Background: an optimization exercise with open tools, aiming at a short achievable clock period and few clock cycles. Do not read the settings as production practice. No functional check of the RTL was part of this run. No activity file was given, so power comes from the tool's default toggle rates.

## design/flow/design.v

```verilog
module cache_nway #(
  parameter int WAYS      = 4,
  parameter int SETS      = 4,
  parameter int CNT_WIDTH = 16
) (
  input  logic                 clk,
  input  logic                 reset,
  input  logic                 mem_read,
  input  logic                 mem_write,
  input  logic [1:0]           mem_byte_enable,
  input  logic [15:0]          mem_address,
  input  logic [15:0]          mem_wdata,
  output logic [15:0]          mem_rdata,
  output logic                 mem_resp,
  output logic                 pmem_read,
  output logic                 pmem_write,
  output logic [15:0]          pmem_address,
  output logic [127:0]         pmem_wdata,
  input  logic [127:0]         pmem_rdata,
  input  logic                 pmem_resp,
  output logic [CNT_WIDTH-1:0] hit_count,
  output logic [CNT_WIDTH-1:0] miss_count
);
  localparam int WB = $clog2(WAYS);
  localparam int IB = $clog2(SETS);
  localparam int TB = 12 - IB;
  logic                 r_wb;       
  logic                 r_rd;       
  logic                 r_valid [SETS][WAYS];
  logic                 r_dirty [SETS][WAYS];
  logic [TB-1:0]        r_tag   [SETS][WAYS];
  logic [127:0]         r_data  [SETS][WAYS];
  logic [WAYS-2:0]      r_plru  [SETS];
  logic [CNT_WIDTH-1:0] r_hit_count;
  logic [CNT_WIDTH-1:0] r_miss_count;
  logic [IB-1:0]   w_index;
  logic [TB-1:0]   w_tag;
  logic [2:0]      w_word;
  logic            w_req;
  logic            w_unused;
  logic            w_idle;
  logic [SETS-1:0] w_set_sel;
  logic            w_match [SETS][WAYS];   
  logic [WAYS-1:0] w_way_hit;
  logic            w_hit;
  logic            w_hit_done;
  logic            w_fill;
  logic            w_done;
  logic [WB-1:0]   w_victim_s [SETS];      
  logic            w_vdirty_s [SETS];      
  logic [WB-1:0]   w_victim;
  logic            w_vdirty;
  logic [WB-1:0]   w_hit_way;
  logic [WB-1:0]   w_done_way;
  logic [15:0]     w_hit_word;
  logic [15:0]     w_fill_word;
  assign w_index  = mem_address[4 +: IB];
  assign w_tag    = mem_address[15 -: TB];
  assign w_word   = mem_address[3:1];
  assign w_req    = mem_read | mem_write;
  assign w_unused = mem_address[0];
  assign w_idle   = !r_wb && !r_rd;
  for (genvar s = 0; s < SETS; s++) begin : g_set
    assign w_set_sel[s] = (w_index == IB'(s));
    for (genvar w = 0; w < WAYS; w++) begin : g_way
      assign w_match[s][w] = w_set_sel[s] && r_valid[s][w] && (r_tag[s][w] == w_tag);
    end
    always_comb begin
      logic [WB-1:0] node;
      logic [WB-1:0] pl;
      logic          inv;
      node = '0;
      pl   = '0;
      for (int l = 0; l < WB; l++) begin
        pl   = WB'({pl, r_plru[s][node]});
        node = WB'(2 * node + 1 + r_plru[s][node]);
      end
      inv           = 1'b0;
      w_victim_s[s] = pl;
      for (int w = WAYS - 1; w >= 0; w--) begin
        if (!r_valid[s][w]) begin
          inv           = 1'b1;
          w_victim_s[s] = WB'(w);
        end
      end
      w_vdirty_s[s] = !inv && r_dirty[s][w_victim_s[s]];
    end
  end
  always_comb begin
    w_way_hit = '0;
    for (int s = 0; s < SETS; s++)
      for (int w = 0; w < WAYS; w++)
        w_way_hit[w] = w_way_hit[w] | w_match[s][w];
  end
  assign w_hit      = |w_way_hit;
  assign w_hit_done = w_req && w_hit;
  assign w_fill     = r_rd && pmem_resp;
  assign w_done     = w_hit_done || w_fill;
  assign w_victim   = w_victim_s[w_index];
  assign w_vdirty   = w_vdirty_s[w_index];
  always_comb begin
    w_hit_way = '0;
    for (int w = 0; w < WAYS; w++)
      if (w_way_hit[w]) w_hit_way = w_hit_way | WB'(w);
  end
  assign w_done_way = w_fill ? w_victim : w_hit_way;
  always_comb begin
    w_hit_word = '0;
    for (int s = 0; s < SETS; s++)
      for (int w = 0; w < WAYS; w++)
        w_hit_word = w_hit_word | (r_data[s][w][{w_word, 4'b0} +: 16] & {16{w_match[s][w]}});
  end
  assign w_fill_word = pmem_rdata[{w_word, 4'b0} +: 16];
  always_ff @(posedge clk or negedge reset) begin
    if (!reset) begin
      r_wb         <= 1'b0;
      r_rd         <= 1'b0;
      r_hit_count  <= '0;
      r_miss_count <= '0;
      for (int s = 0; s < SETS; s++) begin
        r_plru[s] <= '0;
        for (int w = 0; w < WAYS; w++) begin
          r_valid[s][w] <= 1'b0;
          r_dirty[s][w] <= 1'b0;
        end
      end
    end else begin
      if (w_idle) begin
        if (w_req && !w_hit) begin
          r_wb <= w_vdirty;
          r_rd <= !w_vdirty;
        end
      end else if (r_wb) begin
        if (pmem_resp) begin
          r_wb <= 1'b0;
          r_rd <= 1'b1;
        end
      end else if (pmem_resp) begin
        r_rd <= 1'b0;
      end
      if (w_fill) begin
        r_valid[w_index][w_victim] <= 1'b1;
        r_dirty[w_index][w_victim] <= mem_write;
        if (r_miss_count != '1) r_miss_count <= r_miss_count + 1'b1;
      end else if (w_hit_done && mem_write) begin
        r_dirty[w_index][w_hit_way] <= 1'b1;
      end
      if (w_done) begin
        r_plru[w_index][0] <= ~w_done_way[1];
        if (w_done_way[1]) r_plru[w_index][2] <= ~w_done_way[0];
        else               r_plru[w_index][1] <= ~w_done_way[0];
        if (r_hit_count != '1) r_hit_count <= r_hit_count + 1'b1;
      end
    end
  end
  always_ff @(posedge clk) begin
    for (int s = 0; s < SETS; s++) begin
      for (int w = 0; w < WAYS; w++) begin
        if (w_fill && w_index == IB'(s) && w_victim == WB'(w)) begin
          r_tag[s][w] <= w_tag;
          r_data[s][w] <= pmem_rdata;
          for (int k = 0; k < 8; k++) begin
            if (mem_write && w_word == 3'(k)) begin
              if (mem_byte_enable[1]) r_data[s][w][16*k+8 +: 8] <= mem_wdata[15:8];
              if (mem_byte_enable[0]) r_data[s][w][16*k   +: 8] <= mem_wdata[7:0];
            end
          end
        end else if (w_idle && w_req && mem_write && w_match[s][w]) begin
          for (int k = 0; k < 8; k++) begin
            if (w_word == 3'(k)) begin
              if (mem_byte_enable[1]) r_data[s][w][16*k+8 +: 8] <= mem_wdata[15:8];
              if (mem_byte_enable[0]) r_data[s][w][16*k   +: 8] <= mem_wdata[7:0];
            end
          end
        end
      end
    end
  end
  assign mem_resp     = w_hit_done || w_fill;
  assign mem_rdata    = r_rd ? w_fill_word : w_hit_word;
  assign pmem_read    = r_rd || (w_idle && w_req && !w_hit && !w_vdirty);
  assign pmem_write   = r_wb || (w_idle && w_req && !w_hit && w_vdirty);
  assign pmem_address = (w_vdirty && !r_rd) ? {r_tag[w_index][w_victim], w_index, 4'b0}
                                            : {mem_address[15:4], 4'b0};
  assign pmem_wdata   = r_data[w_index][w_victim];
  assign hit_count    = r_hit_count;
  assign miss_count   = r_miss_count;
endmodule
```

## design/flow/run.sh

```bash
#!/bin/bash
# synth_recipe.tcl (not shown) runs the flow's synth.tcl, then flattens the netlist and writes it again
# the make line also repeats each setting of config.mk as NAME=value (left out here)
make -C /OpenROAD-flow-scripts/flow DESIGN_CONFIG=/design/flow/config.mk WORK_HOME=/design/flow/orfs CLKGATE_MAP_FILE= SYNTH_SCRIPT=/design/flow/synth_recipe.tcl finish
```

## design/flow/config.mk

```make
export PLATFORM = sky130hd
export DESIGN_NAME = cache_nway
export DESIGN_NICKNAME = cache_nway
export VERILOG_FILES = /design/flow/design.v
export SDC_FILE = /design/flow/constraint.sdc
export NUM_CORES = 4
export LEC_CHECK = 0
export ABC_CLOCK_PERIOD_IN_PS = 3000
export CAP_MARGIN = 20
export CORE_MARGIN = 2
export CORE_UTILIZATION = 45
export PLACE_DENSITY = 0.6
export SETUP_SLACK_MARGIN = 2.5
export SLEW_MARGIN = 20
```

## design/flow/constraint.sdc

```tcl
create_clock -name core_clock -period 6.0 [get_ports {clk}]
set_input_delay 1.2000 -clock core_clock [delete_from_list [all_inputs] [get_ports {clk}]]
set_output_delay 1.2000 -clock core_clock [all_outputs]
set_load 0.01 [all_outputs]
```

==> impl_metrics.env <==
export IMPL_yosysTopAreaCellShare_pct=54.3
export IMPL_routed_wl_mm=864
export IMPL_gp_congestion=1.11
export IMPL_cp_buffers_inverters=6
export IMPL_p_int_mw=41.5
export IMPL_die_h_um=525
export IMPL_p_clk_share_pct=22.8
export IMPL_dieArea_sq_mm=0.275
export IMPL_hpwl_mm=588
export IMPL_synth_area_leaders="edfxtp_1 (54%), mux4_2 (10%), a21oi_1 (9.7%)"
export IMPL_drtAntennaViolNets=0
export IMPL_swShare_pct=42.3
export IMPL_final_setup_viol_count=0
export IMPL_maxUsedRoutingLayer="met5"
export IMPL_cts_root_buffer="clkbuf_16"
export IMPL_final_hold_violation_count=0
export IMPL_rsz0062_at_grt="yes"
export IMPL_yosysSeqAreaShare_pct=55.9
export IMPL_required_ps=4800
export IMPL_core_sq_mm=0.270
export IMPL_final_common_cell="a21oi_1"
export IMPL_rows=191
export IMPL_cpMostUsedCell="buf_4"
export IMPL_met3RoutedLength_mm=161
export IMPL_drt_iter0_drc=29200
export IMPL_fillers=21300
export IMPL_tightest_slew_ps=1190
export IMPL_io_buffers=356
export IMPL_synth_warnings=9
export IMPL_final_max_slew_violation_count=0
export IMPL_critPathArrivalTime_ps=4500
export IMPL_slowest_delay_ps=420
export IMPL_critPathTopFamily="buffers and inverters"
export IMPL_initial_core_util_pct=45.1
export IMPL_start_kind="register"
export IMPL_finClkSkew_ps=81.7
export IMPL_ys_ff_latch=2286
export IMPL_cts_buffers=271
export IMPL_clock_path_buffers=4
export IMPL_avgSynthCellArea_sq_um=12.2
export IMPL_layout_nets=11700
export IMPL_ys_types=84
export IMPL_worst_setup_path_end_kind="output port"
export IMPL_wl_met1_mm=260
export IMPL_antenna_found_initial=73
export IMPL_clk_pin_slew_ps=60
export IMPL_p_sw_mw=30.4
export IMPL_synth_largest_area_cell="edfxtp_1"
export IMPL_grt_pass1_vias=108000
export IMPL_crit_slowest_cell="dfrtp_1"
export IMPL_synth_edf_count=2208
export IMPL_ir_drop_mv=0.513
export IMPL_fin_crit_sh_pct=95.0
export IMPL_route_met2_wl_mm=325
export IMPL_status="no timing/DRC/antenna violations"
export IMPL_r2r_start="r_valid[14]$_DFFE_PN0P_"
export IMPL_cp_max_fo=10
export IMPL_grt_ovfl_total=0
export IMPL_power_frac_comb_pct=49.9
export IMPL_cts_sinks=2286
export IMPL_insertion_delay_ps=980
export IMPL_criticalPathCategory="register to output port"
export IMPL_die_w_um=525
export IMPL_synth_ff_type="edfxtp_1"
export IMPL_post_route_min_period_ps=5700
export IMPL_ios=362
export IMPL_cts_htree_levels=5
export IMPL_grt_first_pass_wirelength_mm=1060
export IMPL_avgRoutedWirePerCell_um=56.0
export IMPL_seqPwrFrac_pct=27.3
export IMPL_relSlewSlack_pct=20.2
export IMPL_final_cell_mix="a21oi_1 (2249), edfxtp_1 (2208), buf_4 (1282)"
export IMPL_viasPerCell=8.06
export IMPL_min_path_type="input pin to asynchronous set/reset pin"
export IMPL_syn_to_final_growth_pct=34.9
export IMPL_p_per_area_mw_per_mm2=437
export IMPL_maxCapViolCount=0
export IMPL_route_detailed_drc=0
export IMPL_max_freq_ghz=0.175
export IMPL_drive_above_1_share_pct=37.3
export IMPL_drt_pass1_iter_count=14
export IMPL_synthArstFlopShare_pct=3.41
export IMPL_fin_hold_ws_ps=181
export IMPL_globalRouteTotalUtil_pct=59.2
export IMPL_cts_tree="done"
export IMPL_fin_tns_setup_ps=0
export IMPL_grt_max_degree=81
export IMPL_p_leak_nw=57.5
export IMPL_synth_cells=10000
export IMPL_vias=124000
export IMPL_syn_area_sq_mm=0.122
export IMPL_crit_chain="mux2i_4 -> a311o_2 -> buf_12 -> buf_16 -> buf_12 -> buf_4 -> mux2_2 -> a22oi_2 -> nand4_1 -> a2111oi_2 -> a31oi_1 -> buf_4 -> buf_4"
export IMPL_worstSetupStartpoint="r_plru[0][0]$_DFFE_PN0P_"
==> logic make-up (layout without fill, tap and decap cells) <==
| logic type | count (synthesis) | count (layout) | share of synthesized area, % |
|---|---|---|---|
| AOI/OAI and AO/OA | 3585 | 3585 | 16.9 |
| DFF | 2286 | 2286 | 55.9 |
| and+or+nand+nor | 1682 | 1682 | 6.24 |
| muxes | 1242 | 1242 | 15.9 |
| buffers and inverters | 1024 | 2762 | 3.63 |
| xor gates and xnor gates | 189 | 189 | 1.36 |
| adders and majority gates | 2 | 2 | 0.0205 |
| other | 1 | 107 | 0.00307 |
==> cells in the mapped netlist, types with 101 or more instances <==
cell	count
a21oi_1	2361
edfxtp_1	2208
nand2_1	671
mux2i_1	584
mux4_2	549
clkbuf_1	511
nor2_1	431
o21ai_0	333
buf_2	303
a22oi_1	176
xnor2_1	176
nand3_1	164
o22ai_1	164
buf_1	128
nand4_1	110
mux2_2	106
a221oi_1	101
==> area by class of cell <==
class | count | area, sq um | share of cell area [%]
Inverter | 38 | 372 | 0.226
Antenna cell | 103 | 258 | 0.157
Clock buffer | 344 | 7320 | 4.45
Clock inverter | 129 | 963 | 0.586
Sequential cell | 2286 | 68300 | 41.5
Multi-Input combinational cell | 6704 | 58200 | 35.4
Timing Repair inverter | 1 | 8.76 | 0.00532
Timing Repair Buffer | 2250 | 24700 | 15.0
Tap cell | 3570 | 4470 | 2.71
==> worst register-to-register path, cell delays in order (launching register included) <==
cell and delay (ps):
dfrtp_2 500, nand3b_1 210, nand3_1 220, buf_12 240, nor3_2 90, buf_6 280
nand2_2 140, buf_6 360, clkinv_16 340, buf_4 410, nor2_1 450, a21oi_1 100
==> state kept, by name, indices dropped and copies added, names as in the netlist <==
signal and flops:
r_data 2048, r_tag 160, r_dirty 16, r_hit_count 16, r_miss_count 16, r_valid 16
r_plru 12, r_rd 1, r_wb 1
==> stage by stage <==
| stage | util [%] | std cells | setup slack [ps] | area [sq um] | power, mW |
|---|---|---|---|---|---|
| 5_1_grt | 60.8 | 15300 | 413 | 164000 | 71.1 |
| 3_3_place_gp | 52.2 | 14200 | -173 | 141000 | 45.2 |
| 3_5_place_dp | 52.2 | 14200 | -136 | 141000 | 45.2 |
| 2_1_floorplan | - | 10000 | 1680 | 126000 | 30.0 |
| 6_report | 60.9 | 15400 | 297 | 165000 | 71.9 |
| 4_1_cts | 56.8 | 14800 | 477 | 153000 | 63.8 |
==> power by group through the flow <==
stage | Combinational (mW) | Clock [mW] | Sequential, mW
6_report | 35.9 | 16.4 | 19.6
5_1_grt | 34.7 | 16.7 | 19.6
4_1_cts | 28.2 | 16.1 | 19.6
3_5_place_dp | 25.3 | 0 | 19.9
3_3_place_gp | 25.3 | 0 | 19.9
2_1_floorplan | 10.5 | 0 | 19.5
==> worst paths after layout <==
kind / slack [ps] / to / cells past startpoint
max in group asynchronous: 4660 / r_valid[3]$_DFFE_PN0P_ / 2
min reg2reg: 500 / r_hit_count[15]$_DFFE_PN0P_ / 1
max reg2reg: 2350 / r_data[14][80]$_DFFE_PP_ / 11
max: 300 / pmem_wdata[96] / 13
min: 180 / r_miss_count[0]$_DFFE_PN0P_ / 1
min in group core_clock: 500 / r_hit_count[15]$_DFFE_PN0P_ / 1
==> timing repair <==
action	4_1_cts	5_1_grt
hold buffers	0	0
endpoints found under the hold margin	0	0
cloned	21	44
pin swaps	149	381
gates resized for setup	685	1416
buffers inserted	114	449
setup endpoints to repair	3761	4231
==> metal layers <==
metal | global-route usage, % | vias up
met5 | 1.78 | -
met4 | 59.4 | 49
met3 | 34.1 | 4574
met2 | 76.6 | 15600
met1 | 65.9 | 61000
li1 | - | 43100

[re-timing with driven ports]
In the flow no input, the clock included, has a driving cell. The finished layout below was timed again as built, in two steps.
Step 1: set_driving_cell puts a clkbuf_16 on clk and a buf_2 on each other input, an assumption about the parent block.
Step 2, shift: input delay + t, output delay - t, t = (earliest + latest rising clock arrival at the registers) / 2. This alone moves slack from input paths to output paths.
Slacks: ideal / step 1 / step 2; pairs: ideal / step 1.
t, ns: 1.062
setup WS [ns]: 0.297 / 0.179 / 0.298
worst hold slack (ns): 0.181 / 0.089 / 0.498
clock arrival spread, ns: 0.083 / 0.083
cell pins on the clock port's net: 1
After both steps this run still meets setup and hold. The setup slack of this run moves by -0.118 ns with the drivers and by +0.001 ns with both steps.
